This is an optimization exercise on Yosys and OpenROAD, whose aim is small area, a short achievable clock period and few clock cycles per item, not a production implementation.
Where RTL was checked, it was by simulation tests only, not by an equivalence proof against the original.
Power and IR drop assume default switching activity.

==> trial 49 <==
## fp_addsub_top
module fp_addsub_top (
  input  logic        clk,
  input  logic        rst_n,
  input  logic        in_req,
  output logic        in_ack,
  input  logic [64:0] in_op,      
  output logic        out_req,
  input  logic        out_ack,
  output logic [34:0] out_res     
);
==> flow/config.mk <==
export PLATFORM = sky130hd
export DESIGN_NAME = fp_addsub_top
export DESIGN_NICKNAME = fp_addsub_top
export VERILOG_FILES = /design/flow/design.v
export SDC_FILE = /design/flow/constraint.sdc
export NUM_CORES = 4
export LEC_CHECK = 0
export ABC_AREA = 1
export CAP_MARGIN = 20
export CORE_MARGIN = 2
export CORE_UTILIZATION = 40
export CTS_BUF_LIST = sky130_fd_sc_hd__clkbuf_8
export SETUP_SLACK_MARGIN = 3.3
export SLEW_MARGIN = 20
export TNS_END_PERCENT = 5
export BUFFER_PORTS_ARGS = -buffer_cell sky130_fd_sc_hd__buf_1
==> flow/constraint.sdc <==
create_clock -name core_clock -period 6.5 [get_ports {clk}]
set_input_delay 1.3000 -clock core_clock [delete_from_list [all_inputs] [get_ports {clk}]]
set_output_delay 1.3000 -clock core_clock [all_outputs]
set_load 0.01 [all_outputs]
standard.sh (not shown) runs the stock make flow with config.mk's settings and CLKGATE_MAP_FILE= SYNTH_SCRIPT=/design/flow/synth_recipe.tcl, a recipe that flattens the netlist after the stock synthesis.
==> flow/flow/run.sh <==
#!/bin/bash
set -e
echo 'export BUFFER_PORTS_ARGS = -buffer_cell sky130_fd_sc_hd__buf_1' >> config.mk
bash standard.sh > standard.log 2>&1
==> build 96: changes against trial 49 <==
--- a/flow/design.v
+++ b/flow/design.v
@@ -36,32 +36,42 @@
   output logic        in_ack,
   input  logic [64:0] in_op,      
   output logic        out_req,
   input  logic        out_ack,
   output logic [34:0] out_res     
 );
-  logic req_d, acc, v2, v3, rq;
+  logic req_d, acc, v2, v3, rq, ak_a, ak_b;
   logic xfer, r1v, ld2;
+  logic acc_n, v2_n, v3_n, rq_n, r1v_n;
   assign xfer    = v3 & rq & out_ack;              
   assign out_req = v3 & (rq | ~out_ack);
   assign r1v     = req_d & ~acc;                   
   assign ld2     = in_req & r1v & (~v2 | xfer);    
-  assign in_ack  = in_req & (acc | ld2);
+  assign in_ack  = in_req & (ak_a | (ak_b & out_ack));
+  assign acc_n = in_req & in_ack;
+  assign v2_n  = ld2 | (v2 & ~xfer);
+  assign v3_n  = v2 & ~xfer;
+  assign rq_n  = out_req & ~out_ack;
+  assign r1v_n = in_req & ~acc_n;
   always_ff @(posedge clk) begin
     if (!rst_n) begin
       req_d <= 1'b0;
       acc   <= 1'b0;
       v2    <= 1'b0;
       v3    <= 1'b0;
       rq    <= 1'b0;
+      ak_a  <= 1'b0;
+      ak_b  <= 1'b0;
     end else begin
       req_d <= in_req;
-      acc   <= in_req & in_ack;
-      v2    <= ld2 | (v2 & ~xfer);
-      v3    <= v2 & ~xfer;
-      rq    <= out_req & ~out_ack;
+      acc   <= acc_n;
+      v2    <= v2_n;
+      v3    <= v3_n;
+      rq    <= rq_n;
+      ak_a  <= acc_n | (r1v_n & ~v2_n);
+      ak_b  <= r1v_n & v3_n & rq_n;
     end
   end
   logic        a_s, b_s, op_sub;
   logic [7:0]  a_e, b_e;
   logic [22:0] a_f, b_f;
   logic        a_nz, b_nz, b_gt, a_ge_e, swap, s_nz;
@@ -134,13 +144,13 @@
   logic        carry, zero, uf, ov, up, lost, rc, kill, g, rs, wsel;
   logic [23:0] keep;
   logic [22:0] rnd;
   logic [4:0]  lz;
   logic [31:0] lzx;
   logic [26:0] norm;
-  logic [7:0]  e_f, le1;
+  logic [7:0]  e_f, e_w0, e_w1, e_n0, e_n1;
   logic        sign_d;
   logic [7:0]  e_d;
   logic [22:0] f_d;
   logic [2:0]  fl_d;
   logic [15:0] z1;  logic [15:0]   c1;
   logic [7:0]  z2;  logic [7:0][1:0] c2;
@@ -191,14 +201,15 @@
     up   = g & (rs | keep[0]);
     lost = g | rs;
     rc   = up & (&keep);
     wsel = carry | sum2[26] | sum2[25];
   end
   bk_add #(23) rnd_i (.a(keep[22:0]), .b(23'd0), .cin(up), .s(rnd), .cout());
-  bk_add #(8)  le1_i (.a(l_e2), .b(8'd0), .cin(1'b1), .s(le1), .cout());
-  bk_add #(8)  ef_i  (.a(le1), .b(carry ? 8'h00 : {3'b111, ~lz}), .cin(rc), .s(e_f), .cout());
+  cmp_add #(8) ew_i (.a(l_e2), .b(carry ? 8'h01 : {8{~sum2[26]}}), .s0(e_w0), .s1(e_w1), .c1());
+  cmp_add #(8) en_i (.a(l_e2), .b({3'b111, ~lz[4:1], 1'b1}), .s0(e_n0), .s1(e_n1), .c1());
+  assign e_f = wsel ? (rc ? e_w1 : e_w0) : (lz[0] ? e_n0 : e_n1);
   always_comb begin
     if (carry)          ov = (l_e2 >= 8'd254) | ((l_e2 == 8'd253) & rc);
     else if (sum2[26])  ov = (l_e2 == 8'd255) | ((l_e2 == 8'd254) & rc);
     else if (sum2[25])  ov = (l_e2 == 8'd255) & rc;
     else                ov = 1'b0;
     uf   = ~zero & ~carry & (l_e2[7:5] == 3'd0) & (l_e2[4:0] <= lz);
@@ -344,22 +355,19 @@
 );
   logic [N-1:0] gg, tt;
   always_comb begin
     gg = b & ~a;
     tt = b | ~a;
     for (int l = 0; (1 << l) < N; l++) begin
-      for (int i = (2 << l) - 1; i < N; i += (2 << l)) begin
-        gg[i] = gg[i] | (tt[i] & gg[i - (1 << l)]);
-        tt[i] = tt[i] & tt[i - (1 << l)];
-      end
-    end
-    for (int l = 30; l >= 0; l--) begin
-      if ((2 << l) <= N) begin
-        for (int i = 3 * (1 << l) - 1; i < N; i += (2 << l)) begin
-          gg[i] = gg[i] | (tt[i] & gg[i - (1 << l)]);
-          tt[i] = tt[i] & tt[i - (1 << l)];
+      for (int k = 0; 2 * k < ((N + (1 << l) - 1) >> l); k++) begin
+        if (2 * k + 1 < ((N + (1 << l) - 1) >> l)) begin
+          gg[k] = gg[2 * k + 1] | (tt[2 * k + 1] & gg[2 * k]);
+          tt[k] = tt[2 * k + 1] & tt[2 * k];
+        end else begin
+          gg[k] = gg[2 * k];
+          tt[k] = tt[2 * k];
         end
       end
     end
-    gt = gg[N - 1];
+    gt = gg[0];
   end
 endmodule
==> trial 76: changes against trial 49 <==
--- a/flow/design.v
+++ b/flow/design.v
@@ -62,47 +62,49 @@
     end
   end
   logic        a_s, b_s, op_sub;
   logic [7:0]  a_e, b_e;
   logic [22:0] a_f, b_f;
   logic        a_nz, b_nz, b_gt, a_ge_e, swap, s_nz;
-  logic [7:0]  d_ab, d_ba, d_abm1;
+  logic [7:0]  d_ab, d_ba;
   logic [4:0]  sh_ab, sh_ba;
-  logic        sign_a, subx_a;
+  logic        sign_a, subx_a, l_nz_a;
   logic [7:0]  l_e_a;
   logic [22:0] l_f_a;
   logic [23:0] s_m_a;
   logic [4:0]  sh_a;
   always_comb begin
     {a_s, a_e, a_f, b_s, b_e, b_f, op_sub} = in_op;
   end
   pfx_gt #(31) cmp_i (.a({a_e, a_f}), .b({b_e, b_f}), .gt(b_gt));
-  cmp_add #(8) ed_i (.a(a_e), .b(~b_e), .s0(d_abm1), .s1(d_ab), .c1(a_ge_e));
-  assign d_ba = ~d_abm1;
+  bk_add #(8) dab_i (.a(a_e), .b(~b_e), .cin(1'b1), .s(d_ab), .cout(a_ge_e));
+  bk_add #(8) dba_i (.a(b_e), .b(~a_e), .cin(1'b1), .s(d_ba), .cout());
   always_comb begin
     a_nz   = |a_e;
     b_nz   = |b_e;
     swap   = b_gt & b_nz;
     sign_a = swap ? (b_s ^ op_sub) : a_s;
     subx_a = a_s ^ b_s ^ op_sub;
+    l_nz_a = a_nz | b_nz;
     l_e_a  = swap ? b_e : a_e;
-    l_f_a  = swap ? b_f : a_f;
-    s_nz   = a_nz & b_nz;
-    s_m_a  = {s_nz, swap ? a_f : b_f};
-    sh_ab  = (~s_nz | (|d_ab[7:5]) | (d_ab[4:0] > 5'd26)) ? 5'd27 : d_ab[4:0];
-    sh_ba  = (~s_nz | (|d_ba[7:5]) | (d_ba[4:0] > 5'd26)) ? 5'd27 : d_ba[4:0];
+    l_f_a  = (swap ? b_f : a_f) & {23{l_nz_a}};
+    s_nz   = swap ? a_nz : b_nz;
+    s_m_a  = {s_nz, (swap ? a_f : b_f) & {23{s_nz}}};
+    sh_ab  = ((|d_ab[7:5]) | (d_ab[4:0] > 5'd26)) ? 5'd27 : d_ab[4:0];
+    sh_ba  = ((|d_ba[7:5]) | (d_ba[4:0] > 5'd26)) ? 5'd27 : d_ba[4:0];
     sh_a   = a_ge_e ? sh_ab : sh_ba;
   end
-  logic        sign1, subx1;
+  logic        sign1, subx1, l_nz1;
   logic [7:0]  l_e1;
   logic [22:0] l_f1;
   logic [23:0] s_m1;
   logic [4:0]  sh1;
   always_ff @(posedge clk) begin
     sign1 <= sign_a;
     subx1 <= subx_a;
+    l_nz1 <= l_nz_a;
     l_e1  <= l_e_a;
     l_f1  <= l_f_a;
     s_m1  <= s_m_a;
     sh1   <= sh_a;
   end
   logic [26:0] s_sh, al;
@@ -112,15 +114,15 @@
   always_comb begin
     s_sh   = {s_m1, 3'b000} >> sh1;
     sticky = 1'b0;
     for (int j = 0; j < 24; j++) begin
       if (5'(j + 3) < sh1) sticky = sticky | s_m1[j];
     end
-    al = {s_sh[26:1], s_sh[0] | (sticky & s_m1[23])};
+    al = {s_sh[26:1], s_sh[0] | sticky};
   end
-  sk_add #(27) add_i (.a({1'b1, l_f1, 3'b000}), .b(al ^ {27{subx1}}), .cin(subx1),
+  sk_add #(27) add_i (.a({l_nz1, l_f1, 3'b000}), .b(al ^ {27{subx1}}), .cin(subx1),
                       .s(s_b), .cout(c_b));
   assign sum_b = {c_b & ~subx1, s_b};
   logic        sign2, subx2;
   logic [7:0]  l_e2;
   logic [27:0] sum2;
   always_ff @(posedge clk) begin
@@ -165,19 +167,14 @@
       c4[k] = z3[2*k+1] ? {1'b1, c3[2*k]} : {1'b0, c3[2*k+1]};
     end
     lz = z4[1] ? {1'b1, c4[0]} : {1'b0, c4[1]};
   end
   always_comb begin
     carry = sum2[27];
-    zero  = (l_e2 == 8'd0) | (sum2 == 28'd0);
-    norm  = sum2[26:0];
-    if (lz[4]) norm = norm << 16;
-    if (lz[3]) norm = norm << 8;
-    if (lz[2]) norm = norm << 4;
-    if (lz[1]) norm = norm << 2;
-    if (lz[0]) norm = norm << 1;
+    zero  = (sum2 == 28'd0);
+    norm  = sum2[26:0] << lz;                  
     if (carry) begin
       keep = sum2[27:4];
       g    = sum2[3];
       rs   = |sum2[2:0];
     end else if (sum2[26]) begin
       keep = sum2[26:3];
@@ -202,14 +199,14 @@
     else if (sum2[25])  ov = (l_e2 == 8'd255) & rc;
     else                ov = 1'b0;
     uf   = ~zero & ~carry & (l_e2[7:5] == 3'd0) & (l_e2[4:0] <= lz);
     kill = uf | ov;
     sign_d = zero ? (sign2 & ~subx2) : sign2;
     e_d    = ov ? 8'hff : ((zero | uf) ? 8'd0 : e_f);
-    f_d    = (kill | zero) ? 23'd0 : (wsel ? rnd : norm[25:3]);
-    fl_d   = {ov, uf, (lost & ~zero) | kill};
+    f_d    = kill ? 23'd0 : (wsel ? rnd : norm[25:3]);
+    fl_d   = {ov, uf, lost | kill};
   end
   logic        sign3;
   logic [7:0]  e3;
   logic [22:0] f3;
   logic [2:0]  fl3;
   always_ff @(posedge clk) begin
@@ -275,71 +272,12 @@
     end
     s[0] = p[0] ^ cin;
     for (int i = 1; i < N; i++) s[i] = p[i] ^ gg[i - 1];
     cout = gg[N - 1];
   end
 endmodule
-module ks_add #(parameter int N = 8) (
-  input  logic [N-1:0] a,
-  input  logic [N-1:0] b,
-  input  logic         cin,
-  output logic [N-1:0] s,
-  output logic         cout
-);
-  logic [N-1:0] p, gg, pp, gn, pn;
-  always_comb begin
-    p     = a ^ b;
-    gg    = a & b;
-    pp    = p;
-    gg[0] = gg[0] | (p[0] & cin);
-    for (int l = 0; (1 << l) < N; l++) begin
-      gn = gg;
-      pn = pp;
-      for (int i = (1 << l); i < N; i++) begin
-        gn[i] = gg[i] | (pp[i] & gg[i - (1 << l)]);
-        pn[i] = pp[i] & pp[i - (1 << l)];
-      end
-      gg = gn;
-      pp = pn;
-    end
-    s[0] = p[0] ^ cin;
-    for (int i = 1; i < N; i++) s[i] = p[i] ^ gg[i - 1];
-    cout = gg[N - 1];
-  end
-endmodule
-module cmp_add #(parameter int N = 8) (
-  input  logic [N-1:0] a,
-  input  logic [N-1:0] b,
-  output logic [N-1:0] s0,
-  output logic [N-1:0] s1,
-  output logic         c1
-);
-  logic [N-1:0] p, gg, pp, gn, pn;
-  always_comb begin
-    p  = a ^ b;
-    gg = a & b;
-    pp = p;
-    for (int l = 0; (1 << l) < N; l++) begin
-      gn = gg;
-      pn = pp;
-      for (int i = (1 << l); i < N; i++) begin
-        gn[i] = gg[i] | (pp[i] & gg[i - (1 << l)]);
-        pn[i] = pp[i] & pp[i - (1 << l)];
-      end
-      gg = gn;
-      pp = pn;
-    end
-    s0[0] = p[0];
-    s1[0] = ~p[0];
-    for (int i = 1; i < N; i++) begin
-      s0[i] = p[i] ^ gg[i - 1];
-      s1[i] = p[i] ^ (gg[i - 1] | pp[i - 1]);
-    end
-    c1 = gg[N - 1] | pp[N - 1];
-  end
-endmodule
 module pfx_gt #(parameter int N = 8) (
   input  logic [N-1:0] a,
   input  logic [N-1:0] b,
   output logic         gt
 );
   logic [N-1:0] gg, tt;
--- a/flow/config.mk
+++ b/flow/config.mk
@@ -6,11 +6,10 @@
 export NUM_CORES = 4
 export LEC_CHECK = 0
 export ABC_AREA = 1
 export CAP_MARGIN = 20
 export CORE_MARGIN = 2
 export CORE_UTILIZATION = 40
-export CTS_BUF_LIST = sky130_fd_sc_hd__clkbuf_8
 export SETUP_SLACK_MARGIN = 3.3
 export SLEW_MARGIN = 20
 export TNS_END_PERCENT = 5
 export BUFFER_PORTS_ARGS = -buffer_cell sky130_fd_sc_hd__buf_1
==> qor summary <==
item                                                                            trial 49                 build 96                 trial 76
Post-Place Cell Area                                                          12,200 um2               12,400 um2               12,600 um2
Routed wirelength normalized by instance count                                   16.8 um                  14.9 um                  16.2 um
Drt pass-1 iters                                                                       7                        5                        5
Chip width                                                                        175 um                   176 um                   177 um
Final cell count without fillers                                                   2,403                    2,312                    2,388
DP HPWL                                                                          26.3 mm                  25.7 mm                  27.8 mm
Least setup slack across all paths after layout                                  3040 ps                  3110 ps                  3000 ps
Standard cell with the maximum stage delay on the critical path                  dfxtp_4                  dfxtp_4                     fa_2
Final core utilization                                                             53.4%                    47.1%                    49.4%
Tap cell instance count                                                              384                      390                      390
Share of the cycle needed by the critical path after routing                       53.3%                    52.1%                    53.9%
Result of the run                                                complete, no violations  complete, no violations  complete, no violations
Combined flip-flop and latch cell area                                          3200 um2                 3230 um2                 3220 um2
Number of placement rows                                                              62                       63                       63
Placed cells                                                                       2,173                    2,223                    2,277
Combinational group power                                                      0.00170 W                0.00135 W                0.00152 W
Leakage power figure                                                             7.35 nW                  6.44 nW                  7.03 nW
# nets final                                                                       2,152                    2,052                    2,140
Longest individual stage delay on the worst path                                  410 ps                   460 ps                   500 ps
Yosys cell types                                                                      60                       65                       60
Area growth from synthesis to final layout                                         31.2%                    17.0%                    21.8%
Relative slew margins                                                              61.0%                    33.8%                    28.1%
Testbench counts of build 96, summed over its fixed seeds: cycles 9,608, items 3,200.
Testbench counts of trial 76, summed over its fixed seeds: cycles 9,608, items 3,200.
Only the layout flow was run in trial 49; the RTL was not checked for function there.

## re-timing with driven ports
The flow's constraints put no driver on any port. The routed layouts listed below were extracted and timed again, unchanged, in two steps. Step 1 (the two cells are an assumption about what drives the block):
set clk [get_ports {clk}]
set_driving_cell -lib_cell sky130_fd_sc_hd__clkbuf_16 $clk
set_driving_cell -lib_cell sky130_fd_sc_hd__buf_2 [delete_from_list [all_inputs] $clk]
Step 2 times the ports against the registers' clock, not the clock port: input delays grow and output delays shrink by t, the midpoint of the rising clock arrivals with the driver on. Slacks: no drivers / after step 1 / after step 2; pairs: no drivers / after step 1.
| run | t, ns | setup slack, ns | worst setup path at the end |
|---|---|---|---|
| trial 49 | 0.497 | 3.036 / 3.036 / 2.561 | input to register |
| build 96 | 0.518 | 3.113 / 3.113 / 2.622 | input to register |
| trial 76 | 0.485 | 2.999 / 2.999 / 2.683 | input to register |
After both steps setup and hold are still met in every run listed. The setup slack of build 96, which loses most, moves by 0.000 ns with the drivers and by -0.491 ns with both steps.
